This design comes from an exercise in tuning for small area and a short achievable clock period on the open sky130 flow, not from production work.
Only simulation tests tie the RTL to the original design; equivalence was not proved.
The clock input has no modelled driver; a real chip could not lean on it and would need a root buffer or a full tree.

Design dtsWorker, start of the top module:
module dtsWorker #(
	parameter logic [31:0] SEED = 32'h2545f491,  
	parameter int BLOCK_THRESH = 64,   
	parameter int SET_THRESH = 256     
) (
	input wire logic clk,
	input wire logic reset,
	input wire logic anotherOne,
	output logic [39:0] natRuler,
	output logic done
);
	function automatic logic [31:0] xsBack(input logic [31:0] y);
		logic [31:0] x;
		x = y;
		for (int i = 0; i < 7; i++) x = y ^ (x << 5);
		y = x;
		for (int i = 0; i < 2; i++) x = y ^ (x >> 17);
		y = x;
		for (int i = 0; i < 3; i++) x = y ^ (x << 13);
		xsBack = x;
	endfunction
	localparam logic [31:0] SEED_NEXT = xsBack(xsBack(xsBack(xsBack(xsBack(SEED)))));
	logic resetQ, newSet, clearBlock, keepBlock, accept, store, fits;
	logic [31:0] xs;
	logic [31:0] xsNext;
	logic [7:0] fold, foldQ;
	logic [4:0] res, resQ;  
	logic [19:1] nat, cum, store0, dists, markBit;
	always_comb begin
		xsNext = xs ^ (xs << 13);
		xsNext = xsNext ^ (xsNext >> 17);
		xsNext = xsNext ^ (xsNext << 5);
	end
	always_ff @(posedge clk) begin
		xs <= resetQ ? SEED_NEXT : xsNext;
		foldQ <= fold;
		resQ <= res;
	end
	markFold markFold_i (.x(xs), .y(fold));
	markTable markTable_i (.y(foldQ), .r(res));
	candidateEval candidateEval_i (
		.res(resQ), .nat(nat), .cum(cum), .dists(dists), .markBit(markBit), .fits(fits)
	);
	searchCtrl #(.BLOCK_THRESH(BLOCK_THRESH), .SET_THRESH(SET_THRESH)) searchCtrl_i (
		.clk(clk), .reset(reset), .anotherOne(anotherOne), .fits(fits),
		.resetQ(resetQ), .newSet(newSet), .clearBlock(clearBlock), .keepBlock(keepBlock),
		.accept(accept), .store(store), .done(done)
	);
	dtsState dtsState_i (
		.clk(clk), .clearSet(newSet), .clearBlock(clearBlock), .accept(accept),
		.keepBlock(keepBlock), .store(store), .dists(dists), .markBit(markBit),
		.nat(nat), .cum(cum), .store0(store0)
	);
	assign natRuler = {nat, 1'b1, store0, 1'b1};
endmodule
clock: 24.0 ns
lec_check: 0
abc_area: 1
cap_margin: 20
core_margin: 2
core_utilization: 40
place_density: 0.6
slew_margin: 20
standard.sh (not shown) runs the stock make flow with config.mk's settings and CLKGATE_MAP_FILE= SYNTH_SCRIPT=/design/flow/synth_recipe.tcl, a recipe that flattens the netlist after the stock synthesis.
==> flow/flow/run.sh <==
#!/bin/bash
# The standard layout with these changes:
# - the port buffers are buf_2 instead of the flow's default pick (a slow
#   delay buffer); every port still gets a buffer;
# - the clock tree is built by hand in two short levels: the clock port feeds
#   four clkbuf_16, which feed twelve clkbuf_8, each at the centre of the
#   flip-flops it drives (manual_cts.tcl, sourced before the CTS step, which
#   then skips TritonCTS);
# - timing repair keeps a setup margin so that it also works on the few paths
#   that set the achieved period.
# The constraints and the clock period are the standard flow's.
set -euo pipefail
export BUFFER_PORTS_ARGS="-buffer_cell sky130_fd_sc_hd__buf_2"
export PRE_CTS_TCL="$(pwd)/flow/manual_cts.tcl"
export SETUP_SLACK_MARGIN=18.35
bash standard.sh > standard_flow.log 2>&1
Other scripts of this flow, unchanged in this note and not shown: flow/flow/manual_cts.tcl
Next try:
--- a/flow/design.v
+++ b/flow/design.v
@@ -1,5 +1,4 @@
-`timescale 1ns/1ps
 `default_nettype none
 module markFold(input logic [31:0] x, output logic [7:0] y);
 	logic a_1;
 	logic a_2;
Result: Synthesized cell count is unchanged. Final cell count is unchanged. Global-route usage does not change. Die area stays the same. Maximum frequency does not change.
In every run of this note, the design's own scripts or RTL, not TritonCTS, make the clock network.

========
== build 45 ==
Another version of the RTL of dtsWorker (not shown whole).
Size: ~1,100 cells after synthesis, about 44 I/O pins.
==> module searchCtrl, before the edit <==
module searchCtrl (
	input wire logic clk,
	input wire logic reset,
	input wire logic anotherOne,
	input wire logic fits,
	output logic resetQ,      
	output logic newSet,      
	output logic clearBlock,  
	output logic keepBlock,   
	output logic accept,      
	output logic store,       
	output logic done
);
	localparam logic [2:0] S_RESET = 3'd0;
	localparam logic [2:0] S_WAIT1 = 3'd1;
	localparam logic [2:0] S_WAIT2 = 3'd2;
	localparam logic [2:0] S_WAIT3 = 3'd3;
	localparam logic [2:0] S_BUILD = 3'd4;
	localparam logic [2:0] S_INSERT = 3'd5;
	localparam logic [2:0] S_FINISH = 3'd6;
	localparam logic [2:0] S_HOLD = 3'd7;
	localparam logic [6:0] BLOCK_LAST = 7'b1110001;
	localparam logic [8:0] SET_LAST = 9'b011001111;
	logic [2:0] state;
	logic flush, secondBlock;
	logic [1:0] j;
	logic [6:0] blockIters;
	logic [8:0] setIters;
	logic [2:0] quiet;  
	logic startBlock, blockOut, setOut, lastMark, build;
	assign newSet = resetQ || (state == S_RESET);
	assign build = !resetQ && (state == S_BUILD);
	assign startBlock = !resetQ && (state == S_WAIT3);
	assign blockOut = build && (blockIters == BLOCK_LAST);
	assign setOut = blockOut && (setIters == SET_LAST);
	assign accept = build && !blockOut && (quiet == 3'd7) && fits && !flush;
	assign lastMark = (j == 2'd2);
	assign clearBlock = startBlock || blockOut;
	assign keepBlock = startBlock;
	assign store = (state == S_INSERT);
	always_ff @(posedge clk) begin
		resetQ <= reset;
	end
	always_ff @(posedge clk) begin
		if (flush) quiet <= 3'd0;
		else if (quiet != 3'd7) quiet <= quiet + 3'd1;
	end
	always_ff @(posedge clk) begin
		flush <= newSet || startBlock || (blockOut && !setOut) || accept;
		if (newSet) begin
			state <= S_WAIT1;
		end else begin
			case (state)
				S_WAIT1: state <= S_WAIT2;
				S_WAIT2: state <= S_WAIT3;
				S_WAIT3: state <= S_BUILD;
				S_BUILD: begin
					if (setOut) state <= S_RESET;
					else if (accept && lastMark) state <= secondBlock ? S_FINISH : S_INSERT;
				end
				S_INSERT: state <= S_WAIT2;
				S_FINISH: state <= S_HOLD;
				S_HOLD: if (anotherOne) state <= S_RESET;
				default: state <= S_RESET;
			endcase
		end
	end
	always_ff @(posedge clk) begin
		if (reset) done <= 1'b0;
		else if (!newSet && state == S_FINISH) done <= 1'b1;
		else if (!newSet && state == S_HOLD && anotherOne) done <= 1'b0;
	end
	always_ff @(posedge clk) begin
		if (newSet) secondBlock <= 1'b0;
		else if (state == S_INSERT) secondBlock <= 1'b1;
	end
	always_ff @(posedge clk) begin
		if (newSet || clearBlock) blockIters <= '0;
		else blockIters <= {blockIters[5:0], !(blockIters[6] ^ blockIters[5])};
	end
	always_ff @(posedge clk) begin
		if (newSet) setIters <= '0;
		else if (blockOut) setIters <= {setIters[7:0], !(setIters[8] ^ setIters[4])};
	end
	always_ff @(posedge clk) begin
		if (newSet || clearBlock) j <= '0;
		else if (accept) j <= j + 2'd1;
	end
endmodule
==> module dtsWorker, before the edit <==
module dtsWorker (
	input wire logic clk,
	input wire logic reset,
	input wire logic anotherOne,
	output logic [39:0] natRuler,
	output logic done
);
	localparam logic [31:0] SEED_NEXT = 32'h7bd03ff6;
	logic resetQ, newSet, clearBlock, keepBlock, accept, store, fits;
	logic [31:0] xs;
	logic [31:0] xsNext;
	logic [7:0] fold, foldQ;
	logic [4:0] res, resQ;  
	logic [19:1] nat, cum, store0, dists, markBit;
	always_comb begin
		xsNext = xs ^ (xs << 13);
		xsNext = xsNext ^ (xsNext >> 17);
		xsNext = xsNext ^ (xsNext << 5);
	end
	always_ff @(posedge clk) begin
		xs <= resetQ ? SEED_NEXT : xsNext;
		foldQ <= fold;
		resQ <= res;
	end
	markFold markFold_i (.x(xs), .y(fold));
	markTable markTable_i (.y(foldQ), .r(res));
	candidateEval candidateEval_i (
		.res(resQ), .nat(nat), .cum(cum), .dists(dists), .markBit(markBit), .fits(fits)
	);
	searchCtrl searchCtrl_i (
		.clk(clk), .reset(reset), .anotherOne(anotherOne), .fits(fits),
		.resetQ(resetQ), .newSet(newSet), .clearBlock(clearBlock), .keepBlock(keepBlock),
		.accept(accept), .store(store), .done(done)
	);
	dtsState dtsState_i (
		.clk(clk), .clearSet(newSet), .clearBlock(clearBlock), .accept(accept),
		.keepBlock(keepBlock), .store(store), .dists(dists), .markBit(markBit),
		.nat(nat), .cum(cum), .store0(store0)
	);
	assign natRuler = {nat, 1'b1, store0, 1'b1};
endmodule
==> flow/config.mk <==
export PLATFORM = sky130hd
export DESIGN_NAME = dtsWorker
export DESIGN_NICKNAME = dtsWorker
export VERILOG_FILES = /design/flow/design.v
export SDC_FILE = /design/flow/constraint.sdc
export NUM_CORES = 4
export LEC_CHECK = 0
export ABC_AREA = 1
export CAP_MARGIN = 20
export CORE_MARGIN = 2
export CORE_UTILIZATION = 40
export PLACE_DENSITY = 0.6
export SLEW_MARGIN = 20
==> flow/constraint.sdc <==
create_clock -name core_clock -period 24.0 [get_ports {clk}]
set_input_delay 4.8000 -clock core_clock [delete_from_list [all_inputs] [get_ports {clk}]]
set_output_delay 4.8000 -clock core_clock [all_outputs]
set_load 0.01 [all_outputs]
Scripts as last shown in full above: flow/flow/run.sh
Other scripts of this flow, unchanged in this note and not shown: flow/flow/manual_cts.tcl
Inputs modified between build 45 and build 56:
--- a/flow/design.v
+++ b/flow/design.v
@@ -330,11 +330,14 @@
 	assign cum = spec | bsc;
 endmodule
 `default_nettype wire
 `timescale 1ns/1ps
 `default_nettype none
-module searchCtrl (
+module searchCtrl #(
+	parameter int BLOCK_THRESH = 64,   
+	parameter int SET_THRESH = 256     
+) (
 	input wire logic clk,
 	input wire logic reset,
 	input wire logic anotherOne,
 	input wire logic fits,
 	output logic resetQ,      
@@ -351,12 +354,24 @@
 	localparam logic [2:0] S_WAIT3 = 3'd3;
 	localparam logic [2:0] S_BUILD = 3'd4;
 	localparam logic [2:0] S_INSERT = 3'd5;
 	localparam logic [2:0] S_FINISH = 3'd6;
 	localparam logic [2:0] S_HOLD = 3'd7;
-	localparam logic [6:0] BLOCK_LAST = 7'b1110001;
-	localparam logic [8:0] SET_LAST = 9'b011001111;
+	function automatic logic [6:0] blockAfter(input int n);
+		logic [6:0] q;
+		q = '0;
+		for (int i = 0; i < n; i++) q = {q[5:0], !(q[6] ^ q[5])};
+		blockAfter = q;
+	endfunction
+	function automatic logic [8:0] setAfter(input int n);
+		logic [8:0] q;
+		q = '0;
+		for (int i = 0; i < n; i++) q = {q[7:0], !(q[8] ^ q[4])};
+		setAfter = q;
+	endfunction
+	localparam logic [6:0] BLOCK_LAST = blockAfter(BLOCK_THRESH);
+	localparam logic [8:0] SET_LAST = setAfter(SET_THRESH - 1);
 	logic [2:0] state;
 	logic flush, secondBlock;
 	logic [1:0] j;
 	logic [6:0] blockIters;
 	logic [8:0] setIters;
@@ -422,18 +437,32 @@
 	end
 endmodule
 `default_nettype wire
 `timescale 1ns/1ps
 `default_nettype none
-module dtsWorker (
+module dtsWorker #(
+	parameter logic [31:0] SEED = 32'h2545f491,  
+	parameter int BLOCK_THRESH = 64,   
+	parameter int SET_THRESH = 256     
+) (
 	input wire logic clk,
 	input wire logic reset,
 	input wire logic anotherOne,
 	output logic [39:0] natRuler,
 	output logic done
 );
-	localparam logic [31:0] SEED_NEXT = 32'h7bd03ff6;
+	function automatic logic [31:0] xsBack(input logic [31:0] y);
+		logic [31:0] x;
+		x = y;
+		for (int i = 0; i < 7; i++) x = y ^ (x << 5);
+		y = x;
+		for (int i = 0; i < 2; i++) x = y ^ (x >> 17);
+		y = x;
+		for (int i = 0; i < 3; i++) x = y ^ (x << 13);
+		xsBack = x;
+	endfunction
+	localparam logic [31:0] SEED_NEXT = xsBack(xsBack(xsBack(xsBack(xsBack(SEED)))));
 	logic resetQ, newSet, clearBlock, keepBlock, accept, store, fits;
 	logic [31:0] xs;
 	logic [31:0] xsNext;
 	logic [7:0] fold, foldQ;
 	logic [4:0] res, resQ;  
@@ -451,11 +480,11 @@
 	markFold markFold_i (.x(xs), .y(fold));
 	markTable markTable_i (.y(foldQ), .r(res));
 	candidateEval candidateEval_i (
 		.res(resQ), .nat(nat), .cum(cum), .dists(dists), .markBit(markBit), .fits(fits)
 	);
-	searchCtrl searchCtrl_i (
+	searchCtrl #(.BLOCK_THRESH(BLOCK_THRESH), .SET_THRESH(SET_THRESH)) searchCtrl_i (
 		.clk(clk), .reset(reset), .anotherOne(anotherOne), .fits(fits),
 		.resetQ(resetQ), .newSet(newSet), .clearBlock(clearBlock), .keepBlock(keepBlock),
 		.accept(accept), .store(store), .done(done)
 	);
 	dtsState dtsState_i (
## What came out
Across build 56 and build 45, the outcome is the same: a clean finish for every run.
Comparing build 56 with build 45, the area of the mapped netlist came out essentially unchanged.
Number of cells on the worst reg-to-reg path came out exactly the same in build 56 and build 45.
Between build 56 and build 45, the final critical delay including setup and external delays figures differ only marginally.
As far as core occupancy in the finished layout goes, build 56 and build 45 are indistinguishable; the numbers are identical.
Cell count after synthesis across build 56 and build 45: no real change.
Final worst slack: build 56 vs build 45 identical
Re minimum setup slack after placement: no difference whatsoever between build 56 and build 45.
Re post-route non-filler standard cell count: no difference whatsoever between build 56 and build 45.
Build 56 and build 45 ended up with nearly the same register-to-register slack.
In every run of this note, the design's own scripts or RTL, not TritonCTS, make the clock network.

-- what the ideal ports hide --
The results above use ideal ports. As a check the final layouts listed here were re-extracted and re-timed, cells and wires unchanged.
Step 1: set_driving_cell puts a clkbuf_16 on clk and a buf_2 on each other input, an assumption about the parent block.
Step 2, shift: input delay + t, output delay - t, t = (earliest + latest rising clock arrival at the registers) / 2. This alone moves slack from input paths to output paths.
Three values: ideal, step 1, step 2; two values: the first two.
run	t, ns	slack for setup (ns)	worst hold slack (ns)	worst setup path at the end	worst slew at a driven data input, ns
the first run of note 1	0.369	18.352 / 18.261 / 18.588	0.428 / 0.428 / 0.428	input to register	0.03
the second run of note 1	0.369	18.352 / 18.261 / 18.588	0.428 / 0.428 / 0.428	input to register	0.03
build 45	0.378	18.320 / 18.229 / 18.604	0.428 / 0.428 / 0.428	input to register	0.03
build 56	0.378	18.320 / 18.229 / 18.604	0.428 / 0.428 / 0.428	input to register	0.03
After both steps every run listed still meets setup and hold.
